Source: an optimization exercise on an open RTL-to-GDS flow (aim: small area, a short achievable clock period and few clock cycles per item). Production flows keep margins and buffers that such runs may drop.
Function was checked by simulation only, so behaviour that the tests miss may differ from the original.
No activity file was given, so power comes from the tool's default toggle rates.

// bsort_engine
module bsort_engine
#(
    parameter int DEPTH  = 32,
    parameter int DATA_W = 24,
    parameter int IDX_W  = $clog2(DEPTH)
) (
    input  logic              clk,
    input  logic              reset_n,
    input  logic              load,
    input  logic [DATA_W-1:0] in,
    input  logic [1:0]        key_sel,
    input  logic              descend,
    output logic              busy,
    output logic              out_valid,
    input  logic              out_ready,
    output logic [IDX_W-1:0]  image_out_index,
    output logic [DATA_W-1:0] out_data,
    output logic [1:0]        color_index,
    output logic              done
);
export LEC_CHECK = 0
export CAP_MARGIN = 20
export CORE_MARGIN = 2
export CORE_UTILIZATION = 55
export SLEW_MARGIN = 20
create_clock -name core_clock -period 10.0 [get_ports {clk}]
standard.sh (not shown) runs the stock make flow with config.mk's settings and CLKGATE_MAP_FILE= SYNTH_SCRIPT=/design/flow/synth_recipe.tcl, a recipe that flattens the netlist after the stock synthesis.
==> flow/flow/run.sh <==
#!/bin/bash
set -euo pipefail
CTS="-sink_clustering_enable -repair_clock_nets -dont_use_dummy_load -sink_clustering_size 16 -sink_clustering_max_diameter 50 -buf_list sky130_fd_sc_hd__clkbuf_8"
bash standard.sh "CTS_ARGS=$CTS" SETUP_SLACK_MARGIN=5.7 finish > make_finish.log 2>&1
Testbench counts at the start, summed over its fixed seeds: cycles 12,672, images 192.
==> next run, changes <==
--- a/flow/flow/run.sh
+++ b/flow/flow/run.sh
@@ -4 +4 @@
-bash standard.sh "CTS_ARGS=$CTS" SETUP_SLACK_MARGIN=5.7 finish > make_finish.log 2>&1
+bash standard.sh "CTS_ARGS=$CTS" "BUFFER_PORTS_ARGS=-inputs -outputs -buffer_cell sky130_fd_sc_hd__buf_1" SETUP_SLACK_MARGIN=5.7 finish > make_finish.log 2>&1
CORE_UTILIZATION = 80   (was 55)
PLACE_DENSITY = 0.86   (was not set)
The new run passed the timing, DRC and antenna checks.
Clock-buffer cell count falls by 19.
Power barely changes.
Register-to-register slack is worse by 0.21 ns.
Die area goes down by about 30%.
Via count increases by about 8%.

---

Setup of build 95:
The RTL this note starts from:
==> flow/design.v <==
package bsort_pkg;
    localparam logic [1:0] KEY_FULL = 2'd0;
    localparam logic [1:0] KEY_R    = 2'd1;
    localparam logic [1:0] KEY_G    = 2'd2;
    localparam logic [1:0] KEY_B    = 2'd3;
endpackage
module bsort_cas
#(
    parameter int DATA_W = 24
) (
    input  logic [DATA_W-1:0] a_pix_i,
    input  logic [DATA_W-1:0] b_pix_i,
    input  logic [1:0]        key_sel_i,
    output logic              gt_o
);
    localparam int CH_W = DATA_W / 3;
    function automatic logic [1:0] cmp_ch(input logic [CH_W-1:0] a, input logic [CH_W-1:0] b);
        logic g, e;
        g = 1'b0;
        e = 1'b1;
        for (int i = CH_W - 1; i >= 0; i--) begin
            g = g | (e & a[i] & ~b[i]);
            e = e & ~(a[i] ^ b[i]);
        end
        cmp_ch = {g, e};
    endfunction
    logic g2, g1, g0, e2, e1;
    assign {g2, e2} = cmp_ch(a_pix_i[3*CH_W-1 -: CH_W], b_pix_i[3*CH_W-1 -: CH_W]);
    assign {g1, e1} = cmp_ch(a_pix_i[2*CH_W-1 -: CH_W], b_pix_i[2*CH_W-1 -: CH_W]);
    assign g0       = cmp_ch(a_pix_i[CH_W-1   -: CH_W], b_pix_i[CH_W-1   -: CH_W]) >> 1;
    assign gt_o = (key_sel_i == bsort_pkg::KEY_R) ? g2 :
                  (key_sel_i == bsort_pkg::KEY_G) ? g1 :
                  (key_sel_i == bsort_pkg::KEY_B) ? g0 :
                  (g2 | (e2 & (g1 | (e1 & g0))));
endmodule
module bsort_engine
#(
    parameter int DEPTH  = 32,
    parameter int DATA_W = 24,
    parameter int IDX_W  = $clog2(DEPTH)
) (
    input  logic              clk,
    input  logic              reset_n,
    input  logic              load,
    input  logic [DATA_W-1:0] in,
    input  logic [1:0]        key_sel,
    input  logic              descend,
    output logic              busy,
    output logic              out_valid,
    input  logic              out_ready,
    output logic [IDX_W-1:0]  image_out_index,
    output logic [DATA_W-1:0] out_data,
    output logic [1:0]        color_index,
    output logic              done
);
    localparam int               NRUN     = 4;
    localparam int               RUN_W    = $clog2(NRUN);
    localparam int               RUN_N    = DEPTH / NRUN;
    localparam int               POS_W    = IDX_W - RUN_W;       
    localparam int               CH_W     = DATA_W / 3;
    localparam int               ENT_W    = DATA_W + POS_W;
    localparam logic [IDX_W-1:0] LAST_IDX = IDX_W'(DEPTH - 1);
    logic              busy_q;
    logic [IDX_W-1:0]  ld_cnt_q;      
    logic              ins_q;         
    logic              prime_q;       
    logic              out_valid_q;
    logic              last_q;        
    logic [POS_W:0]    tk_cnt_q [NRUN];    
    logic [1:0]        key_sel_q;
    logic              descend_q;
    logic [ENT_W-1:0]        new_q;   
    logic [DATA_W+IDX_W-1:0] out_q;   
    logic [ENT_W-1:0]  ent_q [DEPTH];
    logic              accept;
    logic              pop;
    logic              fetch;
    logic              last_pop;
    logic              desc_now;
    logic [POS_W-1:0]  run_n;
    logic [NRUN-1:0]   run_ok;
    logic [NRUN-1:0]   take;
    logic [NRUN-1:0]   run_left;      
    logic [ENT_W-1:0]  head [NRUN];
    assign accept   = load && !busy_q;
    assign pop      = out_valid_q && out_ready;
    assign run_n    = new_q[POS_W-1:0];    
    assign desc_now = (ld_cnt_q == '0) ? descend : descend_q;
    assign last_pop = out_ready && last_q;    
    assign fetch    = prime_q || (pop && !last_pop);
    for (genvar r = 0; r < NRUN; r++) begin : g_run
        assign head[r]   = ent_q[DEPTH - 1 - r * RUN_N];
        assign run_ok[r] = !tk_cnt_q[r][POS_W];
        assign run_left[r] = run_ok[r] && !(take[r] && (tk_cnt_q[r][POS_W-1:0] == '1));
    end
    logic beats [NRUN][NRUN];
    for (genvar a = 0; a < NRUN; a++) begin : g_pa
        for (genvar b = a + 1; b < NRUN; b++) begin : g_pb
            logic gt;
            bsort_cas #(.DATA_W(DATA_W)) u_hc (
                .a_pix_i   (head[a][ENT_W-1 -: DATA_W]),
                .b_pix_i   (head[b][ENT_W-1 -: DATA_W]),
                .key_sel_i (key_sel_q),
                .gt_o      (gt)
            );
            assign beats[a][b] = !gt;
            assign beats[b][a] = gt;
        end
    end
    for (genvar a = 0; a < NRUN; a++) begin : g_win
        logic [NRUN-1:0] ok;
        for (genvar b = 0; b < NRUN; b++) begin : g_b
            if (a == b) begin : g_self
                assign ok[b] = run_ok[a];
            end else begin : g_other
                assign ok[b] = !run_ok[b] || beats[a][b];
            end
        end
        assign take[a] = fetch && (&ok);
    end
    always_ff @(posedge clk or negedge reset_n) begin
        if (!reset_n) begin
            busy_q      <= 1'b0;
            ld_cnt_q    <= '0;
            ins_q       <= 1'b0;
            prime_q     <= 1'b0;
            out_valid_q <= 1'b0;
            last_q      <= 1'b0;
            key_sel_q   <= bsort_pkg::KEY_FULL;
            descend_q   <= 1'b0;
            for (int r = 0; r < NRUN; r++) tk_cnt_q[r] <= '0;
        end else begin
            ins_q   <= accept;
            prime_q <= ins_q && busy_q;            
            if (accept) begin
                ld_cnt_q <= ld_cnt_q + 1'b1;
                if (ld_cnt_q == '0) begin
                    key_sel_q <= key_sel;
                    descend_q <= descend;
                end
                if (ld_cnt_q == LAST_IDX) busy_q <= 1'b1;
            end
            if (prime_q) out_valid_q <= 1'b1;
            for (int r = 0; r < NRUN; r++) begin
                if (take[r]) tk_cnt_q[r] <= tk_cnt_q[r] + 1'b1;
            end
            if (fetch) last_q <= (run_left == '0);
            if (last_pop) begin
                out_valid_q <= 1'b0;
                last_q      <= 1'b0;
                busy_q      <= 1'b0;
                for (int r = 0; r < NRUN; r++) tk_cnt_q[r] <= '0;
            end
        end
    end
    always_ff @(posedge clk) begin
        new_q <= {in ^ {DATA_W{desc_now}}, ld_cnt_q[POS_W-1:0]};    
    end
    logic [ENT_W-1:0] win;
    logic [RUN_W-1:0] win_run;
    always_comb begin
        win     = '0;
        win_run = '0;
        for (int r = 0; r < NRUN; r++) begin
            win     = win | (head[r] & {ENT_W{take[r]}});
            win_run = win_run | (RUN_W'(r) & {RUN_W{take[r]}});
        end
    end
    always_ff @(posedge clk or negedge reset_n) begin
        if (!reset_n)      out_q <= '0;
        else if (fetch)    out_q <= {win[ENT_W-1 -: DATA_W] ^ {DATA_W{descend_q}}, win_run, win[POS_W-1:0]};
        else if (last_pop) out_q <= '0;
    end
    logic [RUN_N-1:0] shift;
    for (genvar i = 0; i < RUN_N; i++) begin : g_cmp
        logic gt;
        bsort_cas #(.DATA_W(DATA_W)) u_cas (
            .a_pix_i   (ent_q[i][ENT_W-1 -: DATA_W]),
            .b_pix_i   (new_q[ENT_W-1 -: DATA_W]),
            .key_sel_i (key_sel_q),
            .gt_o      (gt)
        );
        assign shift[i] = (POS_W'(i) >= run_n) || !gt;
    end
    for (genvar i = 0; i < RUN_N; i++) begin : g_act
        logic             sel_new, sel_prev, sel_hold;
        logic [ENT_W-1:0] prev;
        if (i == 0) begin : g_first
            assign sel_new  = ins_q && shift[0];
            assign sel_prev = 1'b0;
            assign prev     = '0;
        end else begin : g_rest
            assign sel_new  = ins_q && shift[i] && !shift[i-1];
            assign sel_prev = (ins_q && shift[i-1]) || take[NRUN-1];
            assign prev     = ent_q[i-1];
        end
        assign sel_hold = !(sel_new || sel_prev);
        always_ff @(posedge clk) begin
            ent_q[i] <= ({ENT_W{sel_hold}} & ent_q[i])
                      | ({ENT_W{sel_new}}  & new_q)
                      | ({ENT_W{sel_prev}} & prev);
        end
    end
    for (genvar i = RUN_N; i < DEPTH; i++) begin : g_up
        localparam int R = NRUN - 1 - i / RUN_N;    
        logic sel_prev;
        if (i % RUN_N == 0) begin : g_bottom
            assign sel_prev = ins_q;
        end else begin : g_inner
            assign sel_prev = ins_q || take[R];
        end
        always_ff @(posedge clk) begin
            if (sel_prev) ent_q[i] <= ent_q[i-1];
        end
    end
    logic [DATA_W-1:0] out_pix;
    assign out_pix = out_q[DATA_W+IDX_W-1 -: DATA_W];
    assign busy            = busy_q;
    assign out_valid       = out_valid_q;
    assign out_data        = out_pix;
    assign image_out_index = out_q[IDX_W-1:0];
    assign color_index     = (key_sel_q == bsort_pkg::KEY_G) ? out_pix[2*CH_W-1 -: 2] :
                             (key_sel_q == bsort_pkg::KEY_B) ? out_pix[CH_W-1 -: 2] :
                                                               out_pix[DATA_W-1 -: 2];
    assign done            = last_pop;
endmodule
export LEC_CHECK = 0
export CAP_MARGIN = 20
export CORE_MARGIN = 2
export CORE_UTILIZATION = 70
export PLACE_DENSITY = 0.76
export SLEW_MARGIN = 20
create_clock -name core_clock -period 10.0 [get_ports {clk}]
==> flow/flow/run.sh <==
#!/bin/bash
set -euo pipefail
CTS="-sink_clustering_enable -repair_clock_nets -dont_use_dummy_load -sink_clustering_size 16 -sink_clustering_max_diameter 50 -buf_list sky130_fd_sc_hd__clkbuf_8"
bash standard.sh "CTS_ARGS=$CTS" "BUFFER_PORTS_ARGS=-inputs -outputs -buffer_cell sky130_fd_sc_hd__buf_1" SETUP_SLACK_MARGIN=5.8 finish > make_finish.log 2>&1
Build 95 | status: complete | timing, DRC, antenna: pass
Testbench counts of build 95, summed over its fixed seeds: cycles 12,672, images 192.
Edits applied to the flow inputs when going from build 95 to build 33:
==> flow/flow/run.sh <==
#!/bin/bash
set -euo pipefail
CTS="-sink_clustering_enable -repair_clock_nets -dont_use_dummy_load -sink_clustering_size 20 -sink_clustering_max_diameter 40 -buf_list sky130_fd_sc_hd__clkbuf_8"
bash standard.sh "CTS_ARGS=$CTS" "BUFFER_PORTS_ARGS=-inputs -outputs -buffer_cell sky130_fd_sc_hd__buf_1" SETUP_SLACK_MARGIN=5.7 finish > make_finish.log 2>&1
## What came out
Delta (build 33 minus build 95): largest net degree at the start of global routing roughly the same; async set-reset flop share out of synthesis roughly the same; routed via count higher.
diff inputs: build 33 => build 34
==> flow/flow/run.sh <==
#!/bin/bash
set -euo pipefail
CTS="-sink_clustering_enable -repair_clock_nets -dont_use_dummy_load -sink_clustering_size 16 -sink_clustering_max_diameter 50 -buf_list sky130_fd_sc_hd__clkbuf_8"
bash standard.sh "CTS_ARGS=$CTS" SETUP_SLACK_MARGIN=5.7 finish > make_finish.log 2>&1
## What came out
- Delta (build 34 minus build 33): non-clock buffer share of cell area higher, first-pass GRT wire length lower, sequential share of cell area roughly the same, clock group power lower.
- On synthesized net count, build 33 tracks build 34 almost exactly.
- Per the comparison of build 34 with build 33, minimum clock period -0.018 ns, area used by multi-input combinational logic ~0 delta, combinational share of power +0.6 points, design area ~0 delta.
- Build 34 vs build 33 on routed wire length: build 34 is the lower one.
The inputs of build 79 differ from those of build 34 as listed below.
- putting SETUP_SLACK_MARGIN at 5 where nothing was set
- putting CTS_CLUSTER_DIAMETER at 50 where nothing was set
- putting CTS_CLUSTER_SIZE at 16 where nothing was set
- putting CTS_BUF_LIST at sky130_fd_sc_hd__clkbuf_8 where nothing was set
==> flow/run.sh (new file) <==
#!/bin/bash
# synth_recipe.tcl (not shown) runs the flow's synth.tcl, then flattens the netlist and writes it again
# the make line also repeats each setting of config.mk as NAME=value (left out here)
make -C /OpenROAD-flow-scripts/flow DESIGN_CONFIG=/design/flow/config.mk WORK_HOME=/design/flow/orfs CLKGATE_MAP_FILE= SYNTH_SCRIPT=/design/flow/synth_recipe.tcl finish
removed: flow/flow/run.sh
removed: flow/standard.sh
## What came out
- Build 79 | status: complete | timing, DRC, antenna: pass
- In summary, build 34 completed successfully, with a layout that passed the timing, DRC and antenna checks.
- Of build 79 and build 34, the run reporting the higher layout overhead on the synthesized area was build 79.
- The highest signal layer in the routed design comes out met5 in one run and met4 in the other, namely in build 34 and build 79 respectively.
- For the power in the clock group, build 79 came in 20% higher than build 34 did.
- On overall fraction of global-route tracks in use, the lower figure sits with build 79, not build 34.
Changes in build 91 relative to build 79:
- removing SETUP_SLACK_MARGIN (formerly 5)
- removing CTS_CLUSTER_DIAMETER (formerly 50)
- removing CTS_CLUSTER_SIZE (formerly 16)
- removing CTS_BUF_LIST (formerly sky130_fd_sc_hd__clkbuf_8)
==> flow/flow/run.sh (new file) <==
#!/bin/bash
set -euo pipefail
CTS="-sink_clustering_enable -repair_clock_nets -dont_use_dummy_load -sink_clustering_size 24 -sink_clustering_max_diameter 35 -buf_list sky130_fd_sc_hd__clkbuf_8"
bash standard.sh "CTS_ARGS=$CTS" "BUFFER_PORTS_ARGS=-inputs -outputs -buffer_cell sky130_fd_sc_hd__buf_1" SETUP_SLACK_MARGIN=5.7 finish > make_finish.log 2>&1
==> flow/standard.sh (new file) <==
#!/bin/bash
# synth_recipe.tcl (not shown) runs the flow's synth.tcl, then flattens the netlist and writes it again
# the make line also repeats each setting of config.mk as NAME=value (left out here)
make -C /OpenROAD-flow-scripts/flow DESIGN_CONFIG=/design/flow/config.mk WORK_HOME=/design/flow/orfs CLKGATE_MAP_FILE= SYNTH_SCRIPT=/design/flow/synth_recipe.tcl "${@:-finish}"
removed: flow/run.sh
[summary]
Summary of build 91 over build 79: detailed placement HPWL rose by about 3.2%, met1 wire length rose by 6.2%, final cell area excluding filler cells stayed essentially flat, via count rose by about 2%.
Per the comparison of build 91 with build 79, worst clock skew climbed 0.051 ns, sequential share of layout area level.

==> afterwards: timing with drivers on the ports <==
The flow's constraints put no driver on any port. The routed layouts listed below were extracted and timed again, unchanged, in two steps.
Step 1 assumes that a clkbuf_16 drives the clock port and a buf_2 every other input.
Step 2 times the ports against the registers' clock, not the clock port: input delays grow and output delays shrink by t, the midpoint of the rising clock arrivals with the driver on.
Slacks: ideal / step 1 / step 2; pairs: ideal / step 1.
| run | shift t [ns] | setup WS [ns] | worst data-port slew with drivers (ns) |
|---|---|---|---|
| the first run of note 1 | 0.739 | 5.627 / 5.534 / 5.490 | 0.12 |
| the second run of note 1 | 0.731 | 5.642 / 5.599 / 5.428 | 0.05 |
| build 95 | 0.712 | 5.637 / 5.556 / 5.556 | 0.11 |
| build 33 | 0.761 | 5.632 / 5.548 / 5.491 | 0.11 |
| build 34 | 0.740 | 5.650 / 5.586 / 5.533 | 0.08 |
| build 79 | 0.756 | 5.133 / 5.104 / 4.999 | 0.08 |
| build 91 | 0.769 | 5.632 / 5.545 / 5.545 | 0.11 |
After both steps every run listed still meets setup and hold. The setup slack of the second run of note 1, which loses most, moves by -0.043 ns with the drivers and by -0.214 ns with both steps.
